Background: an optimization exercise with open tools, aiming at small area and a short achievable clock period. Do not read the settings as production practice. At most, simulation tests tie the RTL to the original design; equivalence was not proved. Power is estimated from default activity; no workload was simulated.

==> v32: inputs <==
==> flow/design.v <==
`default_nettype none
package mode_regs_pkg;
    localparam int num_modes = 4;
    localparam int mode_idx_w = 2;
    localparam int addr_w = 8;
    localparam int data_w = 16;
    localparam int mode_base_addr = 4;
    localparam int regs_per_mode = 8;
    localparam int mode_stride = 9;
    localparam int reg_sample_count = 0;
    localparam int reg_line_count = 1;
    localparam int reg_h_front_porch = 2;
    localparam int reg_h_sync_length = 3;
    localparam int reg_h_blank = 4;
    localparam int reg_v_front_porch = 5;
    localparam int reg_v_sync_length = 6;
    localparam int reg_v_blank = 7;
    localparam int reg_valid = 8;
endpackage
`default_nettype wire
`default_nettype none
package video_timing_pkg;
    localparam int val_w = 16;
    localparam int cfg_w = 8 * val_w;
    localparam int cfg_sample_count  = 112;
    localparam int cfg_line_count    = 96;
    localparam int cfg_h_front_porch = 80;
    localparam int cfg_h_sync_length = 64;
    localparam int cfg_h_blank       = 48;
    localparam int cfg_v_front_porch = 32;
    localparam int cfg_v_sync_length = 16;
    localparam int cfg_v_blank       = 0;
    localparam int meas_samples = 16;
    localparam int meas_lines   = 0;
    localparam int tim_h_total_minus_one = 112;
    localparam int tim_v_total_minus_one = 96;
    localparam int tim_h_blank           = 80;
    localparam int tim_h_sync_start      = 64;
    localparam int tim_h_sync_end        = 48;
    localparam int tim_v_blank           = 32;
    localparam int tim_v_sync_start      = 16;
    localparam int tim_v_sync_end        = 0;
    localparam logic [cfg_w-1:0] default_mode = {
        16'd1280,   
        16'd720,    
        16'd110,    
        16'd40,     
        16'd370,    
        16'd5,      
        16'd5,      
        16'd30      
    };
endpackage
`default_nettype wire
`timescale 1ns/100ps
`default_nettype none
module mb_aoi21 (
    input  wire a,
    input  wire b,
    input  wire c,
    output wire y
);
    assign y = ~(a | (b & c));
endmodule
module mb_oai21 (
    input  wire a,
    input  wire b,
    input  wire c,
    output wire y
);
    assign y = ~(a & (b | c));
endmodule
module mb_nand2 (
    input  wire a,
    input  wire b,
    output wire y
);
    assign y = ~(a & b);
endmodule
module mb_nor2 (
    input  wire a,
    input  wire b,
    output wire y
);
    assign y = ~(a | b);
endmodule
module mb_xor2 (
    input  wire a,
    input  wire b,
    output wire y
);
    assign y = a ^ b;
endmodule
module mb_xnor2 (
    input  wire a,
    input  wire b,
    output wire y
);
    assign y = ~(a ^ b);
endmodule
module mb_or2 (
    input  wire a,
    input  wire b,
    output wire y
);
    assign y = a | b;
endmodule
module mb_fa (
    input  wire a,
    input  wire b,
    input  wire c,
    output wire s,
    output wire y
);
    assign s = a ^ b ^ c;
    assign y = (a & b) | (a & c) | (b & c);
endmodule
module mb_add16 (
    input  wire [15:0] a,
    input  wire [15:0] b,
    output wire [15:0] s
);
    wire [15:0] g [5];
    wire [15:0] t [5];
    wire [15:0] p;
    for (genvar i = 0; i < 16; i++) begin : g_pg
        mb_nand2 i_g (.a(a[i]), .b(b[i]), .y(g[0][i]));
        mb_nor2  i_t (.a(a[i]), .b(b[i]), .y(t[0][i]));
        mb_xor2  i_p (.a(a[i]), .b(b[i]), .y(p[i]));
    end
    for (genvar k = 1; k <= 4; k++) begin : g_lvl
        localparam int D = 1 << (k - 1);
        for (genvar i = 0; i < 16; i++) begin : g_bit
            if (i < D) begin : g_done
                assign g[k][i] = g[k-1][i];
                assign t[k][i] = t[k-1][i];
            end else begin : g_cell
                localparam int PI = k % 2;
                localparam int NL = $clog2(i - D + 1);
                localparam int PL = (1 + ((k - 1) < NL ? (k - 1) : NL)) % 2;
                wire gl = (PL == PI) ? g[k-1][i-D] : ~g[k-1][i-D];
                if (PI == 0) begin : g_aoi
                    mb_aoi21 i_g (.a(g[k-1][i]), .b(t[k-1][i]), .c(gl), .y(g[k][i]));
                    if (i >= 2 * D) begin : g_t
                        mb_nand2 i_t (.a(t[k-1][i]), .b(t[k-1][i-D]), .y(t[k][i]));
                    end else begin : g_nt
                        assign t[k][i] = 1'b0;
                    end
                end else begin : g_oai
                    mb_oai21 i_g (.a(g[k-1][i]), .b(t[k-1][i]), .c(gl), .y(g[k][i]));
                    if (i >= 2 * D) begin : g_t
                        mb_nor2 i_t (.a(t[k-1][i]), .b(t[k-1][i-D]), .y(t[k][i]));
                    end else begin : g_nt
                        assign t[k][i] = 1'b0;
                    end
                end
            end
        end
    end
    assign s[0] = p[0];
    for (genvar i = 1; i < 16; i++) begin : g_sum
        localparam int NL = $clog2(i);
        if (((1 + NL) % 2) == 0) begin : g_pos
            mb_xor2  i_s (.a(p[i]), .b(g[4][i-1]), .y(s[i]));
        end else begin : g_neg
            mb_xnor2 i_s (.a(p[i]), .b(g[4][i-1]), .y(s[i]));
        end
    end
endmodule
module timing_calc (
    input  wire [127:0] cfg,
    output wire [127:0] tim
);
    wire [15:0] sc  = cfg[112 +: 16];
    wire [15:0] lc  = cfg[96  +: 16];
    wire [15:0] hfp = cfg[80  +: 16];
    wire [15:0] hsl = cfg[64  +: 16];
    wire [15:0] hb  = cfg[48  +: 16];
    wire [15:0] vfp = cfg[32  +: 16];
    wire [15:0] vsl = cfg[16  +: 16];
    wire [15:0] vb  = cfg[0   +: 16];
    wire [15:0] ht_s, ht_c, vt_s, vt_c, he_s, he_y, ve_s, ve_y;
    for (genvar i = 0; i < 16; i++) begin : g_csa
        mb_xnor2 i_hts (.a(sc[i]), .b(hb[i]), .y(ht_s[i]));
        mb_or2   i_htc (.a(sc[i]), .b(hb[i]), .y(ht_c[i]));
        mb_xnor2 i_vts (.a(lc[i]), .b(vb[i]), .y(vt_s[i]));
        mb_or2   i_vtc (.a(lc[i]), .b(vb[i]), .y(vt_c[i]));
        mb_fa    i_he  (.a(sc[i]), .b(hfp[i]), .c(hsl[i]), .s(he_s[i]), .y(he_y[i]));
        mb_fa    i_ve  (.a(lc[i]), .b(vfp[i]), .c(vsl[i]), .s(ve_s[i]), .y(ve_y[i]));
    end
    wire [15:0] h_total, v_total, h_sync_start, h_sync_end, v_sync_start, v_sync_end;
    mb_add16 i_ht  (.a(ht_s), .b({ht_c[14:0], 1'b0}),.s(h_total));
    mb_add16 i_vt  (.a(vt_s), .b({vt_c[14:0], 1'b0}),.s(v_total));
    mb_add16 i_hss (.a(sc),   .b(hfp),                .s(h_sync_start));
    mb_add16 i_hse (.a(he_s), .b({he_y[14:0], 1'b0}), .s(h_sync_end));
    mb_add16 i_vss (.a(lc),   .b(vfp),                .s(v_sync_start));
    mb_add16 i_vse (.a(ve_s), .b({ve_y[14:0], 1'b0}), .s(v_sync_end));
    assign tim = {h_total, v_total, hb, h_sync_start, h_sync_end, vb, v_sync_start, v_sync_end};
endmodule
`default_nettype wire
`timescale 1ns/100ps
`default_nettype none
module mode_banks_top (
    input  wire          clk,
    input  wire          rst,
    input  wire          reg_write,
    input  wire [23:0]   reg_wr,             
    input  wire          find_mode_req,
    input  wire [31:0]   meas,               
    output wire [3:0]    mode_match_safe,
    output wire          dirty_modes,
    output wire          mode_change,
    output wire          vid_mode_change,
    output wire [127:0]  timing
);
    wire [7:0]  wr_addr = reg_wr[23:16];
    wire [15:0] wr_data = reg_wr[15:0];
    logic [4*128-1:0] cfg;
    logic [3:0]       valid;
    logic [3:0]       dirty;
    logic             dirty_q;
    logic [3:0]       sel;        
    logic [3:0]       last;
    logic             change;
    logic             vchange;
    logic [127:0]     tim;
    logic [3:0] hit [9];
    always_comb begin
        for (int m = 0; m < 4; m++) begin
            for (int o = 0; o < 9; o++) begin
                hit[o][m] = reg_write && (wr_addr == 8'(4 + 9 * m + o));
            end
        end
    end
    always_ff @(posedge clk) begin
        for (int m = 0; m < 4; m++) begin
            for (int o = 0; o < 8; o++) begin
                if (hit[o][m] && !valid[m]) begin
                    cfg[m*128 + (7-o)*16 +: 16] <= wr_data;
                end
            end
        end
    end
    logic [3:0] valid_n, dirty_n, match_n, sel_n, last_n, keep_n;
    logic       change_n;
    always_comb begin
        for (int m = 0; m < 4; m++) begin
            valid_n[m] = hit[8][m] ? wr_data[0] : valid[m];
            if (hit[8][m] && wr_data[0]) dirty_n[m] = 1'b1;
            else if (change && sel[m])   dirty_n[m] = 1'b0;
            else                         dirty_n[m] = dirty[m];
            match_n[m] = valid[m] &&
                         cfg[m*128 + 112 +: 16] == meas[31:16] &&
                         cfg[m*128 + 96  +: 16] == meas[15:0];
        end
        sel_n[0] = match_n[0];
        sel_n[1] = match_n[1] && !match_n[0];
        sel_n[2] = match_n[2] && !match_n[1] && !match_n[0];
        sel_n[3] = match_n[3] && !match_n[2] && !match_n[1] && !match_n[0];
        last_n = change ? sel : last;
        keep_n = ~last_n | dirty_n;
        change_n = find_mode_req && |(sel_n & keep_n);
    end
    always_ff @(posedge clk or posedge rst) begin
        if (rst) begin
            valid   <= '0;
            dirty   <= '0;
            dirty_q <= 1'b0;
            sel     <= '0;
            last    <= '0;
            change  <= 1'b0;
            vchange <= 1'b0;
        end else begin
            valid   <= valid_n;
            dirty   <= dirty_n;
            dirty_q <= |dirty;
            sel     <= sel_n;
            last    <= last_n;
            change  <= change_n;
            vchange <= change;
        end
    end
    logic [127:0] c;
    always_comb begin
        c = '0;
        for (int m = 0; m < 4; m++) begin
            c = c | ({128{sel[m]}} & cfg[m*128 +: 128]);
        end
    end
    wire [127:0] tim_n;
    timing_calc i_timing_calc (.cfg(c), .tim(tim_n));
    localparam logic [127:0] tim_rst = {
        16'd1649, 16'd749, 16'd370, 16'd1390, 16'd1430, 16'd30, 16'd725, 16'd730
    };
    always_ff @(posedge clk or posedge rst) begin
        if (rst) begin
            tim <= tim_rst;
        end else if (change) begin
            tim <= tim_n;
        end
    end
    assign mode_match_safe = sel;
    assign dirty_modes     = dirty_q;
    assign mode_change     = change;
    assign vid_mode_change = vchange;
    assign timing          = tim;
endmodule
`default_nettype wire
==> flow/run.sh <==
#!/bin/bash
# synth_recipe.tcl (not shown) runs the flow's synth.tcl, then flattens the netlist and writes it again
# the make line also repeats each setting of config.mk as NAME=value (left out here)
make -C /OpenROAD-flow-scripts/flow DESIGN_CONFIG=/design/flow/config.mk WORK_HOME=/design/flow/orfs CLKGATE_MAP_FILE= SYNTH_SCRIPT=/design/flow/synth_recipe.tcl finish
==> flow/config.mk <==
export PLATFORM = sky130hd
export DESIGN_NAME = mode_banks_top
export DESIGN_NICKNAME = mode_banks_top
export VERILOG_FILES = /design/flow/design.v
export SDC_FILE = /design/flow/constraint.sdc
export NUM_CORES = 4
export LEC_CHECK = 0
export CAP_MARGIN = 20
export CORE_MARGIN = 2
export CORE_UTILIZATION = 40
export SETUP_SLACK_MARGIN = 3.0
export SLEW_MARGIN = 20
export SYNTH_HIERARCHICAL = 1
export SYNTH_MINIMUM_KEEP_SIZE = 0
==> flow/constraint.sdc <==
create_clock -name core_clock -period 5.5 [get_ports {clk}]
set_input_delay 1.1000 -clock core_clock [delete_from_list [all_inputs] [get_ports {clk}]]
set_output_delay 1.1000 -clock core_clock [all_outputs]
set_load 0.01 [all_outputs]
==> v1 (differences from v32) <==
==> flow/design.v, changed modules only <==
module mb_maj3 (
    input  wire a,
    input  wire b,
    input  wire c,
    output wire y
);
    assign y = (a & b) | (a & c) | (b & c);
endmodule
module mb_fa (
    input  wire a,
    input  wire b,
    input  wire c,
    output wire s,
    output wire y
);
    wire x;
    mb_xor2 i_x (.a(a), .b(b), .y(x));
    mb_xor2 i_s (.a(x), .b(c), .y(s));
    mb_maj3 i_y (.a(a), .b(b), .c(c), .y(y));
endmodule
module mb_add16 (
    input  wire [15:0] a,
    input  wire [15:0] b,
    output wire [15:0] s
);
    wire [15:0] g [5];
    wire [15:0] t [5];
    wire [15:0] p;
    for (genvar i = 0; i < 16; i++) begin : g_pg
        mb_nand2 i_g (.a(a[i]), .b(b[i]), .y(g[0][i]));
        mb_nor2  i_t (.a(a[i]), .b(b[i]), .y(t[0][i]));
        mb_xor2  i_p (.a(a[i]), .b(b[i]), .y(p[i]));
    end
    for (genvar k = 1; k <= 4; k++) begin : g_lvl
        localparam int D = 1 << (k - 1);
        for (genvar i = 0; i < 16; i++) begin : g_bit
            if (i < D) begin : g_done
                assign g[k][i] = g[k-1][i];
                assign t[k][i] = t[k-1][i];
            end else begin : g_cell
                localparam int PI = k % 2;
                localparam int J = i - D;
                localparam int NL = J >= 8 ? 4 : J >= 4 ? 3 : J >= 2 ? 2 : J;
                localparam int PL = (1 + ((k - 1) < NL ? (k - 1) : NL)) % 2;
                wire gl = (PL == PI) ? g[k-1][i-D] : ~g[k-1][i-D];
                if (PI == 0) begin : g_aoi
                    mb_aoi21 i_g (.a(g[k-1][i]), .b(t[k-1][i]), .c(gl), .y(g[k][i]));
                    if (i >= 2 * D) begin : g_t
                        mb_nand2 i_t (.a(t[k-1][i]), .b(t[k-1][i-D]), .y(t[k][i]));
                    end else begin : g_nt
                        assign t[k][i] = 1'b0;
                    end
                end else begin : g_oai
                    mb_oai21 i_g (.a(g[k-1][i]), .b(t[k-1][i]), .c(gl), .y(g[k][i]));
                    if (i >= 2 * D) begin : g_t
                        mb_nor2 i_t (.a(t[k-1][i]), .b(t[k-1][i-D]), .y(t[k][i]));
                    end else begin : g_nt
                        assign t[k][i] = 1'b0;
                    end
                end
            end
        end
    end
    assign s[0] = p[0];
    for (genvar i = 1; i < 16; i++) begin : g_sum
        localparam int J = i - 1;
        localparam int NL = J >= 8 ? 4 : J >= 4 ? 3 : J >= 2 ? 2 : J;
        if (((1 + NL) % 2) == 0) begin : g_pos
            mb_xor2  i_s (.a(p[i]), .b(g[4][i-1]), .y(s[i]));
        end else begin : g_neg
            mb_xnor2 i_s (.a(p[i]), .b(g[4][i-1]), .y(s[i]));
        end
    end
endmodule
module mode_banks_top (
    input  wire          clk,
    input  wire          rst,
    input  wire          reg_write,
    input  wire [23:0]   reg_wr,             
    input  wire          find_mode_req,
    input  wire [31:0]   meas,               
    output wire [3:0]    mode_match_safe,
    output wire          dirty_modes,
    output wire          mode_change,
    output wire          vid_mode_change,
    output wire [127:0]  timing
);
    wire [7:0]  wr_addr = reg_wr[23:16];
    wire [15:0] wr_data = reg_wr[15:0];
    logic [4*128-1:0] cfg;
    logic [3:0]       valid;
    logic [3:0]       dirty;
    logic             dirty_q;
    logic [3:0]       sel;        
    logic [3:0]       last;
    logic             change;
    logic             vchange;
    logic [127:0]     tim;
    logic [3:0]       ld, ldx, ldn, ldxn;
    logic             hold;       
    logic [3:0] hit [9];
    always_comb begin
        for (int m = 0; m < 4; m++) begin
            for (int o = 0; o < 9; o++) begin
                hit[o][m] = reg_write && (wr_addr == 8'(4 + 9 * m + o));
            end
        end
    end
    for (genvar m = 0; m < 4; m++) begin : g_mode
        for (genvar o = 0; o < 8; o++) begin : g_field
            wire        we = hit[o][m] && !valid[m];
            wire [15:0] d;
            wire        wn = !we;
            for (genvar b = 0; b < 16; b++) begin : g_bit
                mb_hold1 i_hold (
                    .we  (we),
                    .wen (wn),
                    .wd  (wr_data[b]),
                    .q   (cfg[m*128 + (7-o)*16 + b]),
                    .d   (d[b])
                );
            end
            always_ff @(posedge clk) begin
                cfg[m*128 + (7-o)*16 +: 16] <= d;
            end
        end
    end
    logic [3:0] valid_n, dirty_n, match_n, sel_n, last_n, keep_n;
    logic       change_n;
    always_comb begin
        for (int m = 0; m < 4; m++) begin
            valid_n[m] = hit[8][m] ? wr_data[0] : valid[m];
            if (hit[8][m] && wr_data[0]) dirty_n[m] = 1'b1;
            else if (ld[m])              dirty_n[m] = 1'b0;
            else                         dirty_n[m] = dirty[m];
            match_n[m] = valid[m] &&
                         cfg[m*128 + 112 +: 16] == meas[31:16] &&
                         cfg[m*128 + 96  +: 16] == meas[15:0];
        end
        sel_n[0] = match_n[0];
        sel_n[1] = match_n[1] && !match_n[0];
        sel_n[2] = match_n[2] && !match_n[1] && !match_n[0];
        sel_n[3] = match_n[3] && !match_n[2] && !match_n[1] && !match_n[0];
        last_n = hold ? last : ld;
        keep_n = ~last_n | dirty_n;
        change_n = find_mode_req && |(sel_n & keep_n);
    end
    always_ff @(posedge clk or posedge rst) begin
        if (rst) begin
            valid   <= '0;
            dirty   <= '0;
            dirty_q <= 1'b0;
            sel     <= '0;
            last    <= '0;
            change  <= 1'b0;
            vchange <= 1'b0;
            ld      <= '0;
            ldn     <= '1;
            hold    <= 1'b1;
        end else begin
            valid   <= valid_n;
            dirty   <= dirty_n;
            dirty_q <= |dirty;
            sel     <= sel_n;
            last    <= last_n;
            change  <= change_n;
            vchange <= !hold;
            ld      <= sel_n & {4{change_n}};
            ldn     <= ~(sel_n & {4{change_n}});
            hold    <= !change_n;
        end
    end
    always_ff @(posedge clk) begin
        ldx  <= sel_n & {4{change_n}};
        ldxn <= ~(sel_n & {4{change_n}});
    end
    logic [127:0] c;
    always_comb begin
        c[127:96] = '0;
        c[95:64]  = '0;
        c[63:32]  = '1;
        c[31:0]   = '1;
        for (int m = 0; m < 4; m++) begin
            c[127:96] = c[127:96] | ({32{ld[m]}}  & cfg[m*128 + 96 +: 32]);
            c[95:64]  = c[95:64]  | ({32{ldx[m]}} & cfg[m*128 + 64 +: 32]);
            c[63:32]  = c[63:32]  & ({32{ldn[m]}}  | cfg[m*128 + 32 +: 32]);
            c[31:0]   = c[31:0]   & ({32{ldxn[m]}} | cfg[m*128 +: 32]);
        end
    end
    wire [127:0] tim_n;
    timing_calc i_timing_calc (.cfg(c), .tim(tim_n));
    localparam logic [127:0] tim_rst = {
        16'd1649, 16'd749, 16'd370, 16'd1390, 16'd1430, 16'd30, 16'd725, 16'd730
    };
    wire         ld_any = !hold;
    wire [127:0] tim_d;
    for (genvar b = 0; b < 128; b++) begin : g_tim
        mb_hold1 i_hold (
            .we  (ld_any),
            .wen (hold),
            .wd  (tim_n[b]),
            .q   (tim[b]),
            .d   (tim_d[b])
        );
    end
    always_ff @(posedge clk or posedge rst) begin
        if (rst) begin
            tim <= tim_rst;
        end else begin
            tim <= tim_d;
        end
    end
    assign mode_match_safe = sel;
    assign dirty_modes     = dirty_q;
    assign mode_change     = change;
    assign vid_mode_change = vchange;
    assign timing          = tim;
endmodule
module mb_hold1 (
    input  wire we,
    input  wire wen,
    input  wire wd,
    input  wire q,
    output wire d
);
    assign d = (we & wd) | (wen & q);
endmodule
==> flow/flow/run.sh (new file) <==
#!/bin/bash
# The standard layout, except that the port buffers are buf_2 cells
# rather than the resizer's default pick (a slow delay buffer); repair may
# still resize them. Everything else is the standard flow unchanged.
set -euo pipefail
export BUFFER_PORTS_ARGS="-buffer_cell sky130_fd_sc_hd__buf_2"
bash standard.sh > standard.log 2>&1
==> flow/standard.sh (new file) <==
#!/bin/bash
# synth_recipe.tcl (not shown) runs the flow's synth.tcl, then flattens the netlist and writes it again
# the make line also repeats each setting of config.mk as NAME=value (left out here)
make -C /OpenROAD-flow-scripts/flow DESIGN_CONFIG=/design/flow/config.mk WORK_HOME=/design/flow/orfs CLKGATE_MAP_FILE= SYNTH_SCRIPT=/design/flow/synth_recipe.tcl "${@:-finish}"
Settings changed: CTS_CLUSTER_DIAMETER from default to 80, CTS_CLUSTER_SIZE from default to 24, SETUP_SLACK_MARGIN 3.0 to 2.65.
removed: flow/run.sh
==> run notes <==
| metric | v1 | v32 |
|---|---|---|
| Run status | complete, no violations | complete, no violations |
| Aggregate routed wire length | 107000 µm | 101000 µm |
| Number of standard cells after synthesis | 3133 | 2500 |
| Pwr per Cell Area | 242 nW/µm² | 243 nW/µm² |
| Launching instance or port of the critical path | ld[2] | sel[1] |
| Cell kind with the greatest summed area | multi-input gates | flip-flops and latches |
| Worst slew margin relative to its limit | 25.0% | 37.8% |
| Clock-cell share | 3.69% | 5.44% |
| Clock-pin transition on the worst setup and hold timing paths | 0.10 ns | 0.06 ns |
| Worst slack at placement | 1.55 ns | 1.44 ns |
| Most common cell after layout, fill and taps aside | a22o_1 | edfxtp_1 |
| Met1 demand-to-capacity share in global routing | 36.9% | 33.6% |
| Worst Path Buf+Inv | 1 | 2 |
| Layout sequential cell count | 676 | 659 |
| Non-clock buffer area fraction after layout | 6.59% | 11.7% |
| Average cell area after synthesis | 9.98 µm² | 12.6 µm² |
| Seq. pwr | 5160 µW | 5390 µW |
| Least-Margin Pin Slew | 1.13 ns | 0.933 ns |
| Cell at the slowest stage of the critical path | dfrtp_4 | fa_2 |
| Hold slack final | 0.477 ns | 0.488 ns |
| Total cell area at the placement stage | 33400 µm² | 35300 µm² |
| Via count | 26400 | 22300 |
| First-pass GRT wire length | 157000 µm | 147000 µm |
| Core utilization of the finished layout | 48.5% | 56.0% |
| Combinational power | 429 µW | 299 µW |
For v32, only the layout was checked, not whether the RTL still works.

afterwards: timing with drivers on the ports:
Ports are ideal in the flow. The routed layouts listed here were re-timed in OpenROAD.
Step 1: set_driving_cell puts a clkbuf_16 on clk and a buf_2 on each other input, an assumption about the parent block.
Step 2 adds t to the input delays and takes it off the output delays; t is the mean of the earliest and latest rising clock arrival at the registers after step 1. Input paths then give back, and output paths get back, about the clock's delay inside the block.
a / b / c = ideal ports / drivers / drivers and shift; a / b = the first two.
run	t (ns)	slack for setup (ns)	worst setup path at the end
v32	0.676	2.474 / 2.474 / 2.364	input to register
v1	0.663	2.527 / 2.527 / 2.067	input to register
After both steps setup and hold are still met in every run listed. The setup slack of v1, which loses most, moves by 0.000 ns with the drivers and by -0.460 ns with both steps.
